Background: an optimization exercise with open tools, aiming at small area. Do not read the settings as production practice. Only simulation tests tie the RTL to the original design; equivalence was not proved. Power is estimated from default activity; no workload was simulated.

== wip/garnet ==
Design wr_rx_streamer_deframer, start of the top module:
module wr_rx_streamer_deframer #(
  parameter int unsigned FIFO_DEPTH = 64,
  parameter logic [15:0] MAGIC      = 16'h5752
) (
  input  logic        clk_sys,
  input  logic        rst,
  input  logic [15:0] snk_data,
  input  logic        snk_valid,
  input  logic        snk_sof,
  input  logic        snk_eof,
  input  logic        snk_error,
  output logic        snk_stall,
  output logic [31:0] rx_data,
  output logic        rx_valid,
  input  logic        rx_dreq,
  output logic        rx_first,
  output logic        rx_last,
  output logic        rx_lost,
  output logic        rx_error,
  output logic [31:0] cnt_frames,
  output logic [15:0] cnt_bad,
  output logic [15:0] cnt_lost
);
Size in the first run: about 2,300 flip-flops, ~130 I/O pins, about 0.086 mm² of cells after synthesis.
clock: 10.0 ns
lec_check: 0
cap_margin: 20
core_margin: 2
core_utilization: 65
cts_buf_list: sky130_fd_sc_hd__clkbuf_16
cts_cluster_diameter: 80
cts_cluster_size: 30
slew_margin: 20
standard.sh (not shown) runs the stock make flow with config.mk's settings and CLKGATE_MAP_FILE= SYNTH_SCRIPT=/design/flow/synth_recipe.tcl, a recipe that flattens the netlist after the stock synthesis.
==> flow/flow/run.sh <==
#!/bin/bash
# Standard ORFS layout, with CTS told not to add dummy balancing loads and the port buffers
# made with the smallest buffer. Each tool's output is in the ORFS logs under orfs/logs/.
set -euo pipefail
export CTS_ARGS="-sink_clustering_enable -repair_clock_nets -dont_use_dummy_load -sink_clustering_size 30 -sink_clustering_max_diameter 80 -buf_list sky130_fd_sc_hd__clkbuf_16"
export BUFFER_PORTS_ARGS="-buffer_cell sky130_fd_sc_hd__buf_1"
bash standard.sh > standard.log 2>&1
### wip/garnet -> wip/fjord
# wip/garnet
export LEC_CHECK = 0
export CAP_MARGIN = 20
export CORE_MARGIN = 2
export CORE_UTILIZATION = 65
export CTS_BUF_LIST = sky130_fd_sc_hd__clkbuf_16
export CTS_CLUSTER_DIAMETER = 80
export CTS_CLUSTER_SIZE = 30
export SLEW_MARGIN = 20
create_clock -name core_clock -period 10.0 [get_ports {clk_sys}]
# wip/fjord
export LEC_CHECK = 0
export CAP_MARGIN = 20
export CORE_MARGIN = 2
export CORE_UTILIZATION = 30
export SLEW_MARGIN = 20
create_clock -name core_clock -period 10.0 [get_ports {clk_sys}]
==> flow/run.sh (new file) <==
#!/bin/bash
# synth_recipe.tcl (not shown) runs the flow's synth.tcl, then flattens the netlist and writes it again
# the make line also repeats each setting of config.mk as NAME=value (left out here)
make -C /OpenROAD-flow-scripts/flow DESIGN_CONFIG=/design/flow/config.mk WORK_HOME=/design/flow/orfs CLKGATE_MAP_FILE= SYNTH_SCRIPT=/design/flow/synth_recipe.tcl finish
removed: flow/flow/run.sh
removed: flow/standard.sh
Results
wip/garnet: PASS, flow complete, no timing, DRC or antenna violations. wip/fjord went all the way through synthesis, placement and routing and the layout is clean on timing, DRC and antenna. The hold slack in wip/fjord sits 0.0067 ns below the value recorded for wip/garnet. wip/fjord: row count 63 above wip/garnet. wip/fjord — final RePlAce weighted congestion about 4% lower, wip/garnet as reference.
### wip/fjord -> wip/zinc
# wip/fjord
export LEC_CHECK = 0
export CAP_MARGIN = 20
export CORE_MARGIN = 2
export CORE_UTILIZATION = 30
export SLEW_MARGIN = 20
create_clock -name core_clock -period 10.0 [get_ports {clk_sys}]
# wip/zinc
export LEC_CHECK = 0
export CAP_MARGIN = 5
export CORE_MARGIN = 2
export CORE_UTILIZATION = 65
export CTS_BUF_LIST = sky130_fd_sc_hd__clkbuf_16
export CTS_CLUSTER_DIAMETER = 80
export CTS_CLUSTER_SIZE = 24
export SLEW_MARGIN = 5
create_clock -name core_clock -period 10.0 [get_ports {clk_sys}]
Results
Re power: wip/zinc is 17% down on wip/fjord. wip/zinc vs. wip/fjord: critical path depth fell 2; vertical extent of the die fell 170 µm; largest net degree at the start of global routing fell 23%; area used by multi-input combinational logic about even.

---

The RTL this note starts from:
==> flow/design.v <==
module wr_rx_streamer_deframer #(
  parameter int unsigned FIFO_DEPTH = 64,
  parameter logic [15:0] MAGIC      = 16'h5752
) (
  input  logic        clk_sys,
  input  logic        rst,
  input  logic [15:0] snk_data,
  input  logic        snk_valid,
  input  logic        snk_sof,
  input  logic        snk_eof,
  input  logic        snk_error,
  output logic        snk_stall,
  output logic [31:0] rx_data,
  output logic        rx_valid,
  input  logic        rx_dreq,
  output logic        rx_first,
  output logic        rx_last,
  output logic        rx_lost,
  output logic        rx_error,
  output logic [31:0] cnt_frames,
  output logic [15:0] cnt_bad,
  output logic [15:0] cnt_lost
);
  localparam int unsigned NS = FIFO_DEPTH - 1;
  localparam int unsigned AW = $clog2(NS);
  localparam int unsigned CW = $clog2(FIFO_DEPTH);
  localparam logic [CW-1:0] StallLevel = CW'(FIFO_DEPTH - 2);
  typedef enum logic [2:0] {StIdle, StHdrSeq, StPayHi, StPayLo, StDiscard} state_e;
  state_e        state_q, state_d;
  logic [AW-1:0] dp_q, rd_q;
  logic [CW-1:0] count_q;
  logic [15:0]   expected_q, expected_d;
  logic          pend_q, pend_d;
  logic          lost_pend_q, lost_pend_d;
  logic          first_frame_q, first_frame_d;
  logic          prev_last_q;
  logic          accept, pop, eval_magic, frame_inc, lost_inc;
  logic          hi_we, lo_we, ab_we;
  logic [1:0]    n_commit, bad_inc;
  logic [16:0]   bad_sum;
  logic [16*NS-1:0] mem_hi, mem_lo;
  logic [NS-1:0]    mem_last, mem_err, mem_lost;
  logic [NS-1:0]    wsel, rsel;
  assign rx_valid  = (count_q != '0);
  assign snk_stall = (count_q >= StallLevel);
  assign accept    = snk_valid && !snk_stall;
  assign pop       = rx_valid && rx_dreq;
  always_comb begin
    state_d       = state_q;
    expected_d    = expected_q;
    pend_d        = pend_q;
    lost_pend_d   = lost_pend_q;
    first_frame_d = first_frame_q;
    eval_magic    = 1'b0;
    frame_inc     = 1'b0;
    lost_inc      = 1'b0;
    bad_inc       = 2'd0;
    n_commit      = 2'd0;
    hi_we         = 1'b0;
    lo_we         = 1'b0;
    ab_we         = 1'b0;
    if (accept) begin
      unique case (state_q)
        StIdle:    eval_magic = snk_sof;
        StDiscard: if (snk_eof) state_d = StIdle;
        default: begin
          if (snk_error || snk_sof) begin
            ab_we    = pend_q;
            n_commit = {1'b0, pend_q};
            pend_d   = 1'b0;
            bad_inc  = 2'd1;
            if (snk_error) state_d = snk_eof ? StIdle : StDiscard;
            else           eval_magic = 1'b1;
          end else if (state_q == StHdrSeq) begin
            if (!first_frame_q && snk_data != expected_q) begin
              lost_pend_d = 1'b1;
              lost_inc    = 1'b1;
            end
            expected_d    = snk_data + 16'd1;
            first_frame_d = 1'b0;
            if (snk_eof) begin
              frame_inc = 1'b1;
              state_d   = StIdle;
            end else begin
              state_d = StPayHi;
            end
          end else if (state_q == StPayHi) begin
            hi_we = 1'b1;
            if (snk_eof) begin
              ab_we    = pend_q;
              n_commit = {1'b0, pend_q};
              pend_d   = 1'b0;
              bad_inc  = 2'd1;
              state_d  = StIdle;
            end else begin
              state_d = StPayLo;
            end
          end else begin
            lo_we = 1'b1;
            if (!pend_q) lost_pend_d = 1'b0;
            if (snk_eof) begin
              n_commit  = pend_q ? 2'd2 : 2'd1;
              pend_d    = 1'b0;
              frame_inc = 1'b1;
              state_d   = StIdle;
            end else begin
              n_commit = {1'b0, pend_q};
              pend_d   = 1'b1;
              state_d  = StPayHi;
            end
          end
        end
      endcase
    end
    if (eval_magic) begin
      if (snk_data == MAGIC && !snk_eof) begin
        state_d = StHdrSeq;
      end else begin
        bad_inc = bad_inc + 2'd1;
        state_d = snk_eof ? StIdle : StDiscard;
      end
    end
  end
  assign bad_sum = {1'b0, cnt_bad} + 17'(bad_inc);
  always_ff @(posedge clk_sys) begin
    if (rst) begin
      state_q       <= StIdle;
      dp_q          <= '0;
      rd_q          <= '0;
      count_q       <= '0;
      expected_q    <= '0;
      pend_q        <= 1'b0;
      lost_pend_q   <= 1'b0;
      first_frame_q <= 1'b1;
      prev_last_q   <= 1'b1;
      cnt_frames    <= '0;
      cnt_bad       <= '0;
      cnt_lost      <= '0;
    end else begin
      state_q       <= state_d;
      if (lo_we) dp_q <= (dp_q == AW'(NS - 1)) ? '0 : dp_q + AW'(1);
      if (pop) begin
        rd_q        <= (rd_q == AW'(NS - 1)) ? '0 : rd_q + AW'(1);
        prev_last_q <= rx_last;
      end
      count_q       <= count_q + CW'(n_commit) - CW'(pop);
      expected_q    <= expected_d;
      pend_q        <= pend_d;
      lost_pend_q   <= lost_pend_d;
      first_frame_q <= first_frame_d;
      cnt_frames    <= cnt_frames + 32'(frame_inc);
      cnt_bad       <= bad_sum[16] ? 16'hFFFF : bad_sum[15:0];
      if (lost_inc && cnt_lost != 16'hFFFF) cnt_lost <= cnt_lost + 16'd1;
    end
  end
  always_comb begin
    for (int i = 0; i < NS; i++) begin
      wsel[i] = (dp_q == AW'(i));
      rsel[i] = (rd_q == AW'(i));
    end
  end
  for (genvar i = 0; i < NS; i++) begin : g_slot
    localparam int unsigned NX = (i + 1) % NS;
    always_ff @(posedge clk_sys) begin
      if (hi_we && wsel[i]) mem_hi[16*i +: 16] <= snk_data;
      if (lo_we && wsel[i]) begin
        mem_lo[16*i +: 16] <= snk_data;
        mem_lost[i]        <= lost_pend_q & ~pend_q;
      end
      if ((lo_we && wsel[i]) || (ab_we && wsel[NX])) begin
        mem_last[i] <= ab_we | snk_eof;
        mem_err[i]  <= ab_we;
      end
    end
  end
  always_comb begin
    rx_data  = '0;
    rx_last  = 1'b0;
    rx_lost  = 1'b0;
    rx_error = 1'b0;
    for (int i = 0; i < NS; i++) begin
      rx_data  = rx_data | ({mem_hi[16*i +: 16], mem_lo[16*i +: 16]} & {32{rsel[i]}});
      rx_last  = rx_last | (mem_last[i] & rsel[i]);
      rx_lost  = rx_lost | (mem_lost[i] & rsel[i]);
      rx_error = rx_error | (mem_err[i] & rsel[i]);
    end
  end
  assign rx_first = prev_last_q;
endmodule
Settings: LEC_CHECK=0, CAP_MARGIN=20, CORE_MARGIN=2, CORE_UTILIZATION=65, CTS_BUF_LIST=sky130_fd_sc_hd__clkbuf_16, CTS_CLUSTER_DIAMETER=80, CTS_CLUSTER_SIZE=30, SLEW_MARGIN=20; clock period 10.0 ns.
run.sh (not shown) runs the stock make flow with config.mk's settings and CLKGATE_MAP_FILE= SYNTH_SCRIPT=/design/flow/synth_recipe.tcl, a recipe that flattens the netlist after the stock synthesis.
Stock flow here: none of the scripts above is used.
Change:
--- a/flow/config.mk
+++ b/flow/config.mk
@@ -11,3 +11 @@
-export CTS_BUF_LIST = sky130_fd_sc_hd__clkbuf_16
-export CTS_CLUSTER_DIAMETER = 80
-export CTS_CLUSTER_SIZE = 30
+export CTS_BUF_LIST = sky130_fd_sc_hd__clkbuf_4 sky130_fd_sc_hd__clkbuf_8
Outcome:
- The new run produced a clean layout
- maximum frequency drops by a few percent
- non-clock buffer count is unchanged
- combinational power barely changes

[separate check: timing with driven ports]
In the flow no input, the clock included, has a driving cell. The finished layouts below were timed again as built, in two steps.
Step 1, drivers: a clkbuf_16 drives clk_sys and a buf_2 each remaining input, both assumed.
Step 2, shift: input delay + t, output delay - t, t = (earliest + latest rising clock arrival at the registers) / 2. This alone moves slack from input paths to output paths.
Three values: ideal, step 1, step 2; two values: the first two.
| run | shift t [ns] | setup slack, ns | cell pins on the clock port's net |
|---|---|---|---|
| wip/garnet | 0.817 | 2.793 / 2.712 / 3.529 | 1 |
| wip/fjord | 0.970 | 2.253 / 2.163 / 3.133 | 1 |
| wip/zinc | 0.856 | 2.342 / 2.254 / 3.110 | 1 |
| the first run of note 2 | 0.828 | 2.536 / 2.456 / 3.283 | 1 |
| the second run of note 2 | 1.119 | 2.104 / 2.025 / 3.143 | 1 |
After both steps every run listed still meets setup and hold.
